This design comes from an exercise in tuning for small area, a short achievable clock period and few clock cycles per item on the open sky130 flow, not from production work.
Function was checked by simulation only, so behaviour that the tests miss may differ from the original.

==> flow/design.v, too long to show whole: its modules and the start of the top module <==
// module fullcon_seq_mac: 5818 lines
module fullcon_seq_mac #(
   parameter int DEPTH_IN     = 12,
   parameter int N_OUT        = 4,
   parameter int LANES        = 12,
   parameter int WIDTH_DATA   = 16,
   parameter int WIDTH_KERNEL = 8,
   parameter int RELU_EN      = 0
) (
   input  logic                                   clk,
   input  logic                                   rst,
   input  logic                                   in_valid,
   output logic                                   in_ready,
   input  logic [WIDTH_DATA*DEPTH_IN-1:0]         data_in,
   input  logic [WIDTH_KERNEL*DEPTH_IN*N_OUT-1:0] kernel_in,
   input  logic [(WIDTH_DATA+WIDTH_KERNEL+$clog2(DEPTH_IN)+1)*N_OUT-1:0] bias_in,
   output logic                                   out_valid,
   input  logic                                   out_ready,
   output logic [WIDTH_DATA+WIDTH_KERNEL+$clog2(DEPTH_IN):0] data_o,
   output logic [((N_OUT > 1) ? $clog2(N_OUT) : 1)-1:0] out_idx,
   output logic                                   out_last
);
  // ...
==> flow/flow/run.sh <==
#!/bin/bash
set -euo pipefail
export BUFFER_PORTS_ARGS="-buffer_cell sky130_fd_sc_hd__buf_1"
bash standard.sh finish > standard.log 2>&1
==> flow/standard.sh <==
#!/bin/bash
# synth_recipe.tcl (not shown) runs the flow's synth.tcl, then flattens the netlist and writes it again
# the make line also repeats each setting of config.mk as NAME=value (left out here)
make -C /OpenROAD-flow-scripts/flow DESIGN_CONFIG=/design/flow/config.mk WORK_HOME=/design/flow/orfs CLKGATE_MAP_FILE= SYNTH_SCRIPT=/design/flow/synth_recipe.tcl "${@:-finish}"
==> flow/config.mk <==
export PLATFORM = sky130hd
export DESIGN_NAME = fullcon_seq_mac
export DESIGN_NICKNAME = fullcon_seq_mac
export VERILOG_FILES = /design/flow/design.v
export SDC_FILE = /design/flow/constraint.sdc
export NUM_CORES = 4
export LEC_CHECK = 0
export CAP_MARGIN = 40
export CORE_MARGIN = 2
export CORE_UTILIZATION = 40
export SLEW_MARGIN = 65
==> flow/constraint.sdc <==
create_clock -name core_clock -period 12.0 [get_ports {clk}]
set_input_delay 2.4000 -clock core_clock [delete_from_list [all_inputs] [get_ports {clk}]]
set_output_delay 2.4000 -clock core_clock [all_outputs]
set_load 0.01 [all_outputs]
==> impl_results.md, run 1 <==
* GR met1 Demand/Resource at 0.337
* ANT nets after route at 0
* Worst path bufs/invs at 1
* Total track usage at 0.264
* Post-Synth Simple-Gate Area at 0.0246
* Final wirelength at 263 mm
* Clock skew at 0.0573 ns
* Worst Hold Class: flip-flop to flip-flop
* Multi-input gate count at 3687
* Routing usage on met3 at 0.0620
* Seq_cells at 1263
* Adder-cell share of the synthesized area at 0.219
* Cell variety after synth at 59
* GRT overflow at 0
* Num ports at 730
* Ys Warns at 1
* Async SR Flop Fraction at 0
* Worst-Margin Slew at 0.555 ns
* Fraction of layout cells with a size suffix above 1 at 0.130
* CP endpoint kind: primary output
* Cell with the largest stage delay on the worst path: dfxtp_4
* Post-synthesis mux area share at 0.0589
* Status: timing/DRC/antenna clean
* Largest registers: cs1_q (309), kern_q (288), data_q (192)
* Root buffer cell: clkbuf_16
* Worst Hold Launch: bias_q[1]$_DFFE_PP_
* Top_reg_cell synth: edfxtp_1
* Critical Path Source Type: flip-flop
Testbench counts, summed over its fixed seeds: cycles 1,568, items 1,536.
==> inputs of run 2 (changes only) <==
--- a/flow/design.v
+++ b/flow/design.v
@@ -117,17 +117,17 @@
    always_comb begin
       for (int i = 0; i < 12; i++) xs[i] = {data_q[i][15], data_q[i]};
    end
    assign b_one = hd_one_q;
    assign b_two = hd_two_q;
    assign b_neg = hd_neg_q;
    assign bias0 = bias_q[0];
    logic [311:0] cs1_q;
-   logic [83:0] cs2_q;
+   logic [57:0] cs2_q;
    logic [WA-1:0] row_a, row_b, result;
    logic p1;
    logic p2;
    logic p3;
    logic p4;
    logic p5;
    logic p6;
    logic p7;
@@ -5319,76 +5319,76 @@
    assign s2564 = s2508 ^ s2510 ^ c2505;
    assign c2565 = (s2508 & s2510) | (s2508 & c2505) | (s2510 & c2505);
    assign s2566 = s2512 ^ s2514 ^ c2509;
    assign c2567 = (s2512 & s2514) | (s2512 & c2509) | (s2514 & c2509);
    assign s2568 = s2516 ^ s2518 ^ c2513;
    assign c2569 = (s2516 & s2518) | (s2516 & c2513) | (s2518 & c2513);
    assign s2570 = c2425 ^ s2520 ^ c2517;
    assign c2571 = (c2425 & s2520) | (c2425 & c2517) | (s2520 & c2517);
-   assign s2572 = cs2_q[0] ^ cs2_q[1];
-   assign c2573 = cs2_q[0] & cs2_q[1];
-   assign s2574 = cs2_q[3] ^ cs2_q[4] ^ cs2_q[5];
-   assign c2575 = (cs2_q[3] & cs2_q[4]) | (cs2_q[3] & cs2_q[5]) | (cs2_q[4] & cs2_q[5]);
-   assign s2576 = cs2_q[6] ^ cs2_q[7] ^ cs2_q[8];
-   assign c2577 = (cs2_q[6] & cs2_q[7]) | (cs2_q[6] & cs2_q[8]) | (cs2_q[7] & cs2_q[8]);
-   assign s2578 = cs2_q[9] ^ cs2_q[10] ^ cs2_q[11];
-   assign c2579 = (cs2_q[9] & cs2_q[10]) | (cs2_q[9] & cs2_q[11]) | (cs2_q[10] & cs2_q[11]);
-   assign s2580 = cs2_q[12] ^ cs2_q[13] ^ cs2_q[14];
-   assign c2581 = (cs2_q[12] & cs2_q[13]) | (cs2_q[12] & cs2_q[14]) | (cs2_q[13] & cs2_q[14]);
-   assign s2582 = cs2_q[15] ^ cs2_q[16] ^ cs2_q[17];
-   assign c2583 = (cs2_q[15] & cs2_q[16]) | (cs2_q[15] & cs2_q[17]) | (cs2_q[16] & cs2_q[17]);
-   assign s2584 = cs2_q[18] ^ cs2_q[19] ^ cs2_q[20];
-   assign c2585 = (cs2_q[18] & cs2_q[19]) | (cs2_q[18] & cs2_q[20]) | (cs2_q[19] & cs2_q[20]);
-   assign s2586 = cs2_q[21] ^ cs2_q[22] ^ cs2_q[23];
-   assign c2587 = (cs2_q[21] & cs2_q[22]) | (cs2_q[21] & cs2_q[23]) | (cs2_q[22] & cs2_q[23]);
-   assign s2588 = cs2_q[24] ^ cs2_q[25] ^ cs2_q[26];
-   assign c2589 = (cs2_q[24] & cs2_q[25]) | (cs2_q[24] & cs2_q[26]) | (cs2_q[25] & cs2_q[26]);
-   assign s2590 = cs2_q[27] ^ cs2_q[28] ^ cs2_q[29];
-   assign c2591 = (cs2_q[27] & cs2_q[28]) | (cs2_q[27] & cs2_q[29]) | (cs2_q[28] & cs2_q[29]);
-   assign s2592 = cs2_q[30] ^ cs2_q[31] ^ cs2_q[32];
-   assign c2593 = (cs2_q[30] & cs2_q[31]) | (cs2_q[30] & cs2_q[32]) | (cs2_q[31] & cs2_q[32]);
-   assign s2594 = cs2_q[33] ^ cs2_q[34] ^ cs2_q[35];
-   assign c2595 = (cs2_q[33] & cs2_q[34]) | (cs2_q[33] & cs2_q[35]) | (cs2_q[34] & cs2_q[35]);
-   assign s2596 = cs2_q[36] ^ cs2_q[37] ^ cs2_q[38];
-   assign c2597 = (cs2_q[36] & cs2_q[37]) | (cs2_q[36] & cs2_q[38]) | (cs2_q[37] & cs2_q[38]);
-   assign s2598 = cs2_q[39] ^ cs2_q[40] ^ cs2_q[41];
-   assign c2599 = (cs2_q[39] & cs2_q[40]) | (cs2_q[39] & cs2_q[41]) | (cs2_q[40] & cs2_q[41]);
-   assign s2600 = cs2_q[42] ^ cs2_q[43] ^ cs2_q[44];
-   assign c2601 = (cs2_q[42] & cs2_q[43]) | (cs2_q[42] & cs2_q[44]) | (cs2_q[43] & cs2_q[44]);
-   assign s2602 = cs2_q[45] ^ cs2_q[46] ^ cs2_q[47];
-   assign c2603 = (cs2_q[45] & cs2_q[46]) | (cs2_q[45] & cs2_q[47]) | (cs2_q[46] & cs2_q[47]);
-   assign s2604 = cs2_q[48] ^ cs2_q[49] ^ cs2_q[50];
-   assign c2605 = (cs2_q[48] & cs2_q[49]) | (cs2_q[48] & cs2_q[50]) | (cs2_q[49] & cs2_q[50]);
-   assign s2606 = cs2_q[51] ^ cs2_q[52] ^ cs2_q[53];
-   assign c2607 = (cs2_q[51] & cs2_q[52]) | (cs2_q[51] & cs2_q[53]) | (cs2_q[52] & cs2_q[53]);
-   assign s2608 = cs2_q[54] ^ cs2_q[55] ^ cs2_q[56];
-   assign c2609 = (cs2_q[54] & cs2_q[55]) | (cs2_q[54] & cs2_q[56]) | (cs2_q[55] & cs2_q[56]);
-   assign s2610 = cs2_q[57] ^ cs2_q[58] ^ cs2_q[59];
-   assign c2611 = (cs2_q[57] & cs2_q[58]) | (cs2_q[57] & cs2_q[59]) | (cs2_q[58] & cs2_q[59]);
-   assign s2612 = cs2_q[60] ^ cs2_q[61] ^ cs2_q[62];
-   assign c2613 = (cs2_q[60] & cs2_q[61]) | (cs2_q[60] & cs2_q[62]) | (cs2_q[61] & cs2_q[62]);
-   assign s2614 = cs2_q[63] ^ cs2_q[64] ^ cs2_q[65];
-   assign c2615 = (cs2_q[63] & cs2_q[64]) | (cs2_q[63] & cs2_q[65]) | (cs2_q[64] & cs2_q[65]);
-   assign s2616 = cs2_q[66] ^ cs2_q[67] ^ cs2_q[68];
-   assign c2617 = (cs2_q[66] & cs2_q[67]) | (cs2_q[66] & cs2_q[68]) | (cs2_q[67] & cs2_q[68]);
-   assign s2618 = cs2_q[69] ^ cs2_q[70] ^ cs2_q[71];
-   assign c2619 = (cs2_q[69] & cs2_q[70]) | (cs2_q[69] & cs2_q[71]) | (cs2_q[70] & cs2_q[71]);
-   assign s2620 = cs2_q[72] ^ cs2_q[73] ^ cs2_q[74];
-   assign c2621 = (cs2_q[72] & cs2_q[73]) | (cs2_q[72] & cs2_q[74]) | (cs2_q[73] & cs2_q[74]);
-   assign s2622 = cs2_q[75] ^ cs2_q[76] ^ cs2_q[77];
-   assign c2623 = (cs2_q[75] & cs2_q[76]) | (cs2_q[75] & cs2_q[77]) | (cs2_q[76] & cs2_q[77]);
-   assign s2624 = cs2_q[78] ^ 1'b1;
-   assign c2625 = cs2_q[78] & 1'b1;
-   assign s2626 = cs2_q[80] ^ 1'b1;
-   assign c2627 = cs2_q[80] & 1'b1;
-   assign s2628 = cs2_q[82] ^ 1'b1;
-   assign c2629 = cs2_q[82] & 1'b1;
-   assign row_a = {s2628, s2626, s2624, s2622, s2620, s2618, s2616, s2614, s2612, s2610, s2608, s2606, s2604, s2602, s2600, s2598, s2596, s2594, s2592, s2590, s2588, s2586, s2584, s2582, s2580, s2578, s2576, s2574, cs2_q[2]};
-   assign row_b = {c2627, c2625, c2623, c2621, c2619, c2617, c2615, c2613, c2611, c2609, c2607, c2605, c2603, c2601, c2599, c2597, c2595, c2593, c2591, c2589, c2587, c2585, c2583, c2581, c2579, c2577, c2575, c2573, s2572};
+   assign s2572 = s2286 ^ s2426;
+   assign c2573 = s2286 & s2426;
+   assign s2574 = c2427 ^ s2524 ^ c2523;
+   assign c2575 = (c2427 & s2524) | (c2427 & c2523) | (s2524 & c2523);
+   assign s2576 = c2431 ^ s2526 ^ c2525;
+   assign c2577 = (c2431 & s2526) | (c2431 & c2525) | (s2526 & c2525);
+   assign s2578 = c2435 ^ s2528 ^ c2527;
+   assign c2579 = (c2435 & s2528) | (c2435 & c2527) | (s2528 & c2527);
+   assign s2580 = c2439 ^ s2530 ^ c2529;
+   assign c2581 = (c2439 & s2530) | (c2439 & c2529) | (s2530 & c2529);
+   assign s2582 = c2443 ^ s2532 ^ c2531;
+   assign c2583 = (c2443 & s2532) | (c2443 & c2531) | (s2532 & c2531);
+   assign s2584 = c2447 ^ s2534 ^ c2533;
+   assign c2585 = (c2447 & s2534) | (c2447 & c2533) | (s2534 & c2533);
+   assign s2586 = c2451 ^ s2536 ^ c2535;
+   assign c2587 = (c2451 & s2536) | (c2451 & c2535) | (s2536 & c2535);
+   assign s2588 = c2455 ^ s2538 ^ c2537;
+   assign c2589 = (c2455 & s2538) | (c2455 & c2537) | (s2538 & c2537);
+   assign s2590 = c2459 ^ s2540 ^ c2539;
+   assign c2591 = (c2459 & s2540) | (c2459 & c2539) | (s2540 & c2539);
+   assign s2592 = c2463 ^ s2542 ^ c2541;
+   assign c2593 = (c2463 & s2542) | (c2463 & c2541) | (s2542 & c2541);
+   assign s2594 = c2467 ^ s2544 ^ c2543;
+   assign c2595 = (c2467 & s2544) | (c2467 & c2543) | (s2544 & c2543);
+   assign s2596 = c2471 ^ s2546 ^ c2545;
+   assign c2597 = (c2471 & s2546) | (c2471 & c2545) | (s2546 & c2545);
+   assign s2598 = c2475 ^ s2548 ^ c2547;
+   assign c2599 = (c2475 & s2548) | (c2475 & c2547) | (s2548 & c2547);
+   assign s2600 = c2479 ^ s2550 ^ c2549;
+   assign c2601 = (c2479 & s2550) | (c2479 & c2549) | (s2550 & c2549);
+   assign s2602 = c2483 ^ s2552 ^ c2551;
+   assign c2603 = (c2483 & s2552) | (c2483 & c2551) | (s2552 & c2551);
+   assign s2604 = c2487 ^ s2554 ^ c2553;
+   assign c2605 = (c2487 & s2554) | (c2487 & c2553) | (s2554 & c2553);
+   assign s2606 = c2491 ^ s2556 ^ c2555;
+   assign c2607 = (c2491 & s2556) | (c2491 & c2555) | (s2556 & c2555);
+   assign s2608 = c2495 ^ s2558 ^ c2557;
+   assign c2609 = (c2495 & s2558) | (c2495 & c2557) | (s2558 & c2557);
+   assign s2610 = c2499 ^ s2560 ^ c2559;
+   assign c2611 = (c2499 & s2560) | (c2499 & c2559) | (s2560 & c2559);
+   assign s2612 = c2503 ^ s2562 ^ c2561;
+   assign c2613 = (c2503 & s2562) | (c2503 & c2561) | (s2562 & c2561);
+   assign s2614 = c2507 ^ s2564 ^ c2563;
+   assign c2615 = (c2507 & s2564) | (c2507 & c2563) | (s2564 & c2563);
+   assign s2616 = c2511 ^ s2566 ^ c2565;
+   assign c2617 = (c2511 & s2566) | (c2511 & c2565) | (s2566 & c2565);
+   assign s2618 = c2515 ^ s2568 ^ c2567;
+   assign c2619 = (c2515 & s2568) | (c2515 & c2567) | (s2568 & c2567);
+   assign s2620 = c2519 ^ s2570 ^ c2569;
+   assign c2621 = (c2519 & s2570) | (c2519 & c2569) | (s2570 & c2569);
+   assign s2622 = cs1_q[305] ^ c2521 ^ c2571;
+   assign c2623 = (cs1_q[305] & c2521) | (cs1_q[305] & c2571) | (c2521 & c2571);
+   assign s2624 = cs1_q[306] ^ 1'b1;
+   assign c2625 = cs1_q[306] & 1'b1;
+   assign s2626 = cs1_q[308] ^ 1'b1;
+   assign c2627 = cs1_q[308] & 1'b1;
+   assign s2628 = cs1_q[310] ^ 1'b1;
+   assign c2629 = cs1_q[310] & 1'b1;
+   assign row_a = {cs2_q[56], cs2_q[54], cs2_q[52], cs2_q[50], cs2_q[48], cs2_q[46], cs2_q[44], cs2_q[42], cs2_q[40], cs2_q[38], cs2_q[36], cs2_q[34], cs2_q[32], cs2_q[30], cs2_q[28], cs2_q[26], cs2_q[24], cs2_q[22], cs2_q[20], cs2_q[18], cs2_q[16], cs2_q[14], cs2_q[12], cs2_q[10], cs2_q[8], cs2_q[6], cs2_q[4], cs2_q[2], cs2_q[0]};
+   assign row_b = {cs2_q[57], cs2_q[55], cs2_q[53], cs2_q[51], cs2_q[49], cs2_q[47], cs2_q[45], cs2_q[43], cs2_q[41], cs2_q[39], cs2_q[37], cs2_q[35], cs2_q[33], cs2_q[31], cs2_q[29], cs2_q[27], cs2_q[25], cs2_q[23], cs2_q[21], cs2_q[19], cs2_q[17], cs2_q[15], cs2_q[13], cs2_q[11], cs2_q[9], cs2_q[7], cs2_q[5], cs2_q[3], cs2_q[1]};
    always_ff @(posedge clk) begin
       cs1_q[0] <= p19;
       cs1_q[1] <= p20;
       cs1_q[2] <= p21;
       cs1_q[3] <= p22;
       cs1_q[4] <= p23;
       cs1_q[5] <= p24;
       cs1_q[6] <= p25;
@@ -5691,97 +5691,74 @@
       cs1_q[303] <= c2105;
       cs1_q[304] <= p889;
       cs1_q[305] <= p890;
       cs1_q[306] <= p891;
       cs1_q[308] <= p892;
       cs1_q[310] <= p893;
    end
    always_ff @(posedge clk) begin
-      cs2_q[0] <= s2286;
-      cs2_q[1] <= s2426;
-      cs2_q[2] <= s2522;
-      cs2_q[3] <= c2427;
-      cs2_q[4] <= s2524;
-      cs2_q[5] <= c2523;
-      cs2_q[6] <= c2431;
-      cs2_q[7] <= s2526;
-      cs2_q[8] <= c2525;
-      cs2_q[9] <= c2435;
-      cs2_q[10] <= s2528;
-      cs2_q[11] <= c2527;
-      cs2_q[12] <= c2439;
-      cs2_q[13] <= s2530;
-      cs2_q[14] <= c2529;
-      cs2_q[15] <= c2443;
-      cs2_q[16] <= s2532;
-      cs2_q[17] <= c2531;
-      cs2_q[18] <= c2447;
-      cs2_q[19] <= s2534;
-      cs2_q[20] <= c2533;
-      cs2_q[21] <= c2451;
-      cs2_q[22] <= s2536;
-      cs2_q[23] <= c2535;
-      cs2_q[24] <= c2455;
-      cs2_q[25] <= s2538;
-      cs2_q[26] <= c2537;
-      cs2_q[27] <= c2459;
-      cs2_q[28] <= s2540;
-      cs2_q[29] <= c2539;
-      cs2_q[30] <= c2463;
-      cs2_q[31] <= s2542;
-      cs2_q[32] <= c2541;
-      cs2_q[33] <= c2467;
-      cs2_q[34] <= s2544;
-      cs2_q[35] <= c2543;
-      cs2_q[36] <= c2471;
-      cs2_q[37] <= s2546;
-      cs2_q[38] <= c2545;
-      cs2_q[39] <= c2475;
-      cs2_q[40] <= s2548;
-      cs2_q[41] <= c2547;
-      cs2_q[42] <= c2479;
-      cs2_q[43] <= s2550;
-      cs2_q[44] <= c2549;
-      cs2_q[45] <= c2483;
-      cs2_q[46] <= s2552;
-      cs2_q[47] <= c2551;
-      cs2_q[48] <= c2487;
-      cs2_q[49] <= s2554;
-      cs2_q[50] <= c2553;
-      cs2_q[51] <= c2491;
-      cs2_q[52] <= s2556;
-      cs2_q[53] <= c2555;
-      cs2_q[54] <= c2495;
-      cs2_q[55] <= s2558;
-      cs2_q[56] <= c2557;
-      cs2_q[57] <= c2499;
-      cs2_q[58] <= s2560;
-      cs2_q[59] <= c2559;
-      cs2_q[60] <= c2503;
-      cs2_q[61] <= s2562;
-      cs2_q[62] <= c2561;
-      cs2_q[63] <= c2507;
-      cs2_q[64] <= s2564;
-      cs2_q[65] <= c2563;
-      cs2_q[66] <= c2511;
-      cs2_q[67] <= s2566;
-      cs2_q[68] <= c2565;
-      cs2_q[69] <= c2515;
-      cs2_q[70] <= s2568;
-      cs2_q[71] <= c2567;
-      cs2_q[72] <= c2519;
-      cs2_q[73] <= s2570;
-      cs2_q[74] <= c2569;
-      cs2_q[75] <= cs1_q[305];
-      cs2_q[76] <= c2521;
-      cs2_q[77] <= c2571;
-      cs2_q[78] <= cs1_q[306];
-      cs2_q[80] <= cs1_q[308];
-      cs2_q[82] <= cs1_q[310];
+      cs2_q[0] <= s2522;
+      cs2_q[1] <= s2572;
+      cs2_q[2] <= s2574;
+      cs2_q[3] <= c2573;
+      cs2_q[4] <= s2576;
+      cs2_q[5] <= c2575;
+      cs2_q[6] <= s2578;
+      cs2_q[7] <= c2577;
+      cs2_q[8] <= s2580;
+      cs2_q[9] <= c2579;
+      cs2_q[10] <= s2582;
+      cs2_q[11] <= c2581;
+      cs2_q[12] <= s2584;
+      cs2_q[13] <= c2583;
+      cs2_q[14] <= s2586;
+      cs2_q[15] <= c2585;
+      cs2_q[16] <= s2588;
+      cs2_q[17] <= c2587;
+      cs2_q[18] <= s2590;
+      cs2_q[19] <= c2589;
+      cs2_q[20] <= s2592;
+      cs2_q[21] <= c2591;
+      cs2_q[22] <= s2594;
+      cs2_q[23] <= c2593;
+      cs2_q[24] <= s2596;
+      cs2_q[25] <= c2595;
+      cs2_q[26] <= s2598;
+      cs2_q[27] <= c2597;
+      cs2_q[28] <= s2600;
+      cs2_q[29] <= c2599;
+      cs2_q[30] <= s2602;
+      cs2_q[31] <= c2601;
+      cs2_q[32] <= s2604;
+      cs2_q[33] <= c2603;
+      cs2_q[34] <= s2606;
+      cs2_q[35] <= c2605;
+      cs2_q[36] <= s2608;
+      cs2_q[37] <= c2607;
+      cs2_q[38] <= s2610;
+      cs2_q[39] <= c2609;
+      cs2_q[40] <= s2612;
+      cs2_q[41] <= c2611;
+      cs2_q[42] <= s2614;
+      cs2_q[43] <= c2613;
+      cs2_q[44] <= s2616;
+      cs2_q[45] <= c2615;
+      cs2_q[46] <= s2618;
+      cs2_q[47] <= c2617;
+      cs2_q[48] <= s2620;
+      cs2_q[49] <= c2619;
+      cs2_q[50] <= s2622;
+      cs2_q[51] <= c2621;
+      cs2_q[52] <= s2624;
+      cs2_q[53] <= c2623;
+      cs2_q[54] <= s2626;
+      cs2_q[55] <= c2625;
+      cs2_q[56] <= s2628;
+      cs2_q[57] <= c2627;
    end
    assign result = row_a + row_b;
    always_ff @(posedge clk) begin
       if (rst) pv_q[S:1] <= '0;
       else     pv_q[S:1] <= pv_q[S-1:0];
    end
    logic [QD-1:0] wr_nopop, wr_pop;
    always_comb begin
==> run 2 against run 1 <==
Against the previous run:
- count of clock-buffer cells in the layout decreased by 13
- maximum frequency decreased by 5.8%
- sequential cell count shrank 23
- largest cell class unchanged
- clock skew rose by 0.030 ns
==> impl_results.md, run 2 <==
* Input/output buffers at 729 (unchanged)
* Antenna violations before repair at 25 (was 20)
* First-pass GRT wire length at 365 mm (was 373 mm)
* GRT overflow at 0 (unchanged)
* Cts repair resizes at 0 (unchanged)
* Worst path top cell family by delay: buffers and inverters (was flip-flops)
* Fraction of layout cells with a size suffix above 1 at 0.130 (about the same)
* Setup TNS Final at 0 ns (unchanged)
* Post-synth EDFFs at 769 (unchanged)
* Layout area overhead at 14.7% (was 14.9%)
* Max reg flops at 306 (was 309)
* Async SR Flop Fraction at 0 (unchanged)
* Synth top area cells: edfxtp_1 30%, fa_1 21%, dfxtp_1 12%, a22oi_1 7.1%, xnor2_1 5.5% (was edfxtp_1 30%, fa_1 21%, dfxtp_1 13%, a22oi_1 7.1%, xnor2_1 5.2%)
* Chip Height at 442 µm (was 444 µm)
* Multi-input logic area at 38900 µm² (was 39000 µm²)
* Highest-count cells in the layout ignoring fill and taps: 833 x inv_1, 807 x fa_1, 769 x edfxtp_1, 727 x buf_1, 726 x a22oi_1 (was 861 x inv_1, 810 x fa_1, 769 x edfxtp_1, 730 x a22oi_1, 728 x buf_1)
* Count leader, synth: inv_1 (unchanged)
* Worst EP arrival at 1.88 ns (was 1.63 ns)
* Die Wd at 442 µm (was 444 µm)
* Clock skew at 0.0876 ns (was 0.0573 ns)
* Final Hold Slack at 0.340 ns (was 0.342 ns)
* Wire length per cell at 26.5 µm (was 27.2 µm)
* Starting Density at 0.403 (was 0.402)
* Minimum clock period at 4.28 ns (was 4.03 ns)
* Max Clock Freq at 234 MHz (was 248 MHz)
* RSZ-0062 raised after global routing: no (unchanged)
* Commonest non-fill, non-tap cell in the layout: inv_1 (unchanged)
* Critical path required time at 9.60 ns (about the same)
* Mapped Nets at 7891 (was 7943)
* DRC viols at 0 (unchanged)
* Clock tree from TritonCTS: done (unchanged)
* Skew-Pair Late Insertion Delay at 0.85 ns (was 0.83 ns)
* Max_slew headroom at 0.617 (was 0.627)
* Layout Cells excl Fill at 9564 (was 9654)
* DR vias at 50.3k (was 51.4k)
* Count of final max-slew check failures at 0 (unchanged)
* Num ports at 730 (unchanged)
* Post-synthesis register bit count at 1240 (was 1263)
* Commonest cells post-synth: 835 x inv_1, 810 x fa_1, 769 x edfxtp_1 (was 861 x inv_1, 810 x fa_1, 769 x edfxtp_1)
* Clk pin slew, worst setup/hold paths at 0.06 ns (about the same)
* Setup violations, final at 0 (unchanged)
* Worst-Margin Slew at 0.573 ns (was 0.555 ns)
* Top reg by flops: cs1_q (unchanged)
* Ys Warns at 1 (unchanged)
* Via count of the first global-routing pass at 52.6k (was 52.3k)
* Detail Placement HPWL at 209 mm (was 216 mm)
* Initial DRT Pass Iterations at 5 (was 7)
* Core footprint at 190000 µm² (was 192000 µm²)
* Longest Clk Path Bufs at 3 (unchanged)
* Sequential-to-total area share from yosys stat at 0.424 (was 0.427)
* Total track usage at 0.258 (was 0.264)
* Cell taking the most area after synthesis: edfxtp_1 (unchanged)
* Slowest stage delay, CP at 0.50 ns (was 0.47 ns)
* CTS Sinks at 1240 (was 1263)
* H-tree depth at 4 (unchanged)
* Cell variety after synth at 71 (was 59)
* Die Footprint at 195000 µm² (was 197000 µm²)
* Critical Path Source Type: flip-flop (unchanged)
* Worst Hold Class: flip-flop to flip-flop (unchanged)
* Dpl cells at 9296 (was 9374)
* Setup Fix Bufs, Post-CTS at 0 (unchanged)
* NumNets Final at 8499 (was 8569)
* FP Rows at 160 (was 161)
* Critical path peak fanout at 21 (was 4)
* Worst Path Class, Setup: flip-flop to primary output (unchanged)
* Synth top area share at 0.301 (was 0.299)
* Register area at 32500 µm² (was 33000 µm²)
* Avg Synthesized Cell Area at 12.1 µm² (about the same)
* Num CTS Buffers at 139 (was 143)
* Worst slack at placement at 7.84 ns (was 7.46 ns)
* Worst path bufs/invs at 2 (was 1)
* Final Hold Fails at 0 (unchanged)
* Final period util at 0.356 (was 0.336)
* Mapped cell area at 76800 µm² (was 77300 µm²)
* Final wirelength at 254 mm (was 263 mm)
* ANT nets after route at 0 (unchanged)
* Cell with the largest stage delay on the worst path: dfxtp_4 (unchanged)
* DR iter-0 viols at 5164 (was 5803)
* Max-Cap Viols at 0 (unchanged)
* Cts hold-fix bufs at 0 (unchanged)
* Root buffer cell: clkbuf_16 (unchanged)
* Layout fillers at 17.4k (was 17.5k)
* Routability cong. at 1.00 (was 1.01)
* Largest registers: cs1_q (306), kern_q (288), data_q (192) (was cs1_q (309), kern_q (288), data_q (192))
* Top_reg_cell synth: edfxtp_1 (unchanged)
* Post-route setup slack at 7.72 ns (was 7.97 ns)
* Largest net degree at the start of global routing at 82 (was 85)
* Crit-path cells: buf_12 > buf_2 (was buf_1)
* CP endpoint kind: primary output (unchanged)
* Vias per cell at 5.26 (was 5.32)
* Status: timing/DRC/antenna clean (unchanged)
* Syn Inst Count at 6326 (was 6378)
## run 2: cell count changes after synthesis, moves of 18 or more
cell | before | now
xnor2_1 | 463 | 481
dfxtp_1 | 494 | 471
xor2_1 | 416 | 395
clkbuf_1 | 383 | 361
buf_2 | 0 | 36
inv_1 | 861 | 835
## run 2: layout make-up
cell class / instances / area share
clock buffers: 174 / 0.0425
flip-flops and latches: 1240 / 0.369
diodes: 7 / 0.000199
inverters: 839 / 0.0358
clock inverters: 79 / 0.0128
well taps: 2511 / 0.0357
repair buffers: 1029 / 0.0613
multi-input cells: 3685 / 0.442
## run 2: through the flow
step / utilization / cell area (µm²)
CTS: 0.462 / 87900
floorplan: - / 76800
detailed placement: 0.436 / 83000
global route: 0.462 / 88000
global placement: 0.423 / 80600
finish: 0.462 / 88000
## run 2: cell families after synthesis
kind of cell | count (synthesis) | share of synthesized area
buffers and inverters | 1401 | 0.0728
adders and majority gates | 869 | 0.221
DFF | 1240 | 0.424
and+or+nand+nor | 437 | 0.0246
xor gates and xnor gates | 879 | 0.101
muxes | 410 | 0.0587
AOI/OAI and AO/OA | 1090 | 0.0990
## run 2: routing by layer
layer | GRT usage | share of wire | up-vias
met1 | 0.319 | 0.38 | 25300
met2 | 0.426 | 0.48 | 2331
met5 | 0 | 0.00058 | -
li1 | - | - | 22300
met4 | 0.117 | 0.051 | 22
met3 | 0.0616 | 0.086 | 479
## run 2: worst paths after layout
| check | from | endpoint | slack [ns] | cells after the start |
|---|---|---|---|---|
| worst max-delay path | in_ready_q$_SDFF_PP1_ | in_ready | 7.72 | 2 |
| worst min-delay path | bias_q[27]$_DFFE_PP_ | c2627$_DFF_P_ | 0.34 | 0 |
| worst max register to register | hd_one_q[0]$_DFFE_PP_ | cs1_q[80]$_DFF_P_ | 8.28 | 9 |
| worst min register to register | bias_q[27]$_DFFE_PP_ | c2627$_DFF_P_ | 0.34 | 0 |
Testbench counts of run 2, summed over its fixed seeds: cycles 1,568, items 1,536.

==> static timing again, ports no longer ideal <==
Ports are ideal in the flow. The routed layouts listed here were re-timed in OpenROAD.
Step 1 assumes that a clkbuf_16 drives the clock port and a buf_2 every other input.
Step 2, shift: input delay + t, output delay - t, t = (earliest + latest rising clock arrival at the registers) / 2. This alone moves slack from input paths to output paths.
Slacks: no drivers / after step 1 / after step 2; pairs: no drivers / after step 1.
run | t, ns | slack for setup (ns) | worst setup path after step 2 | clock arrival spread, ns
run 1 | 0.896 | 7.972 / 7.873 / 7.756 | input to register | 0.064 / 0.064
run 2 | 0.905 | 7.724 / 7.628 / 7.831 | input to register | 0.088 / 0.088
After both steps setup and hold are still met in every run listed. For run 1, which loses most, drivers alone change the setup slack by -0.099 ns; drivers and shift together by -0.216 ns.
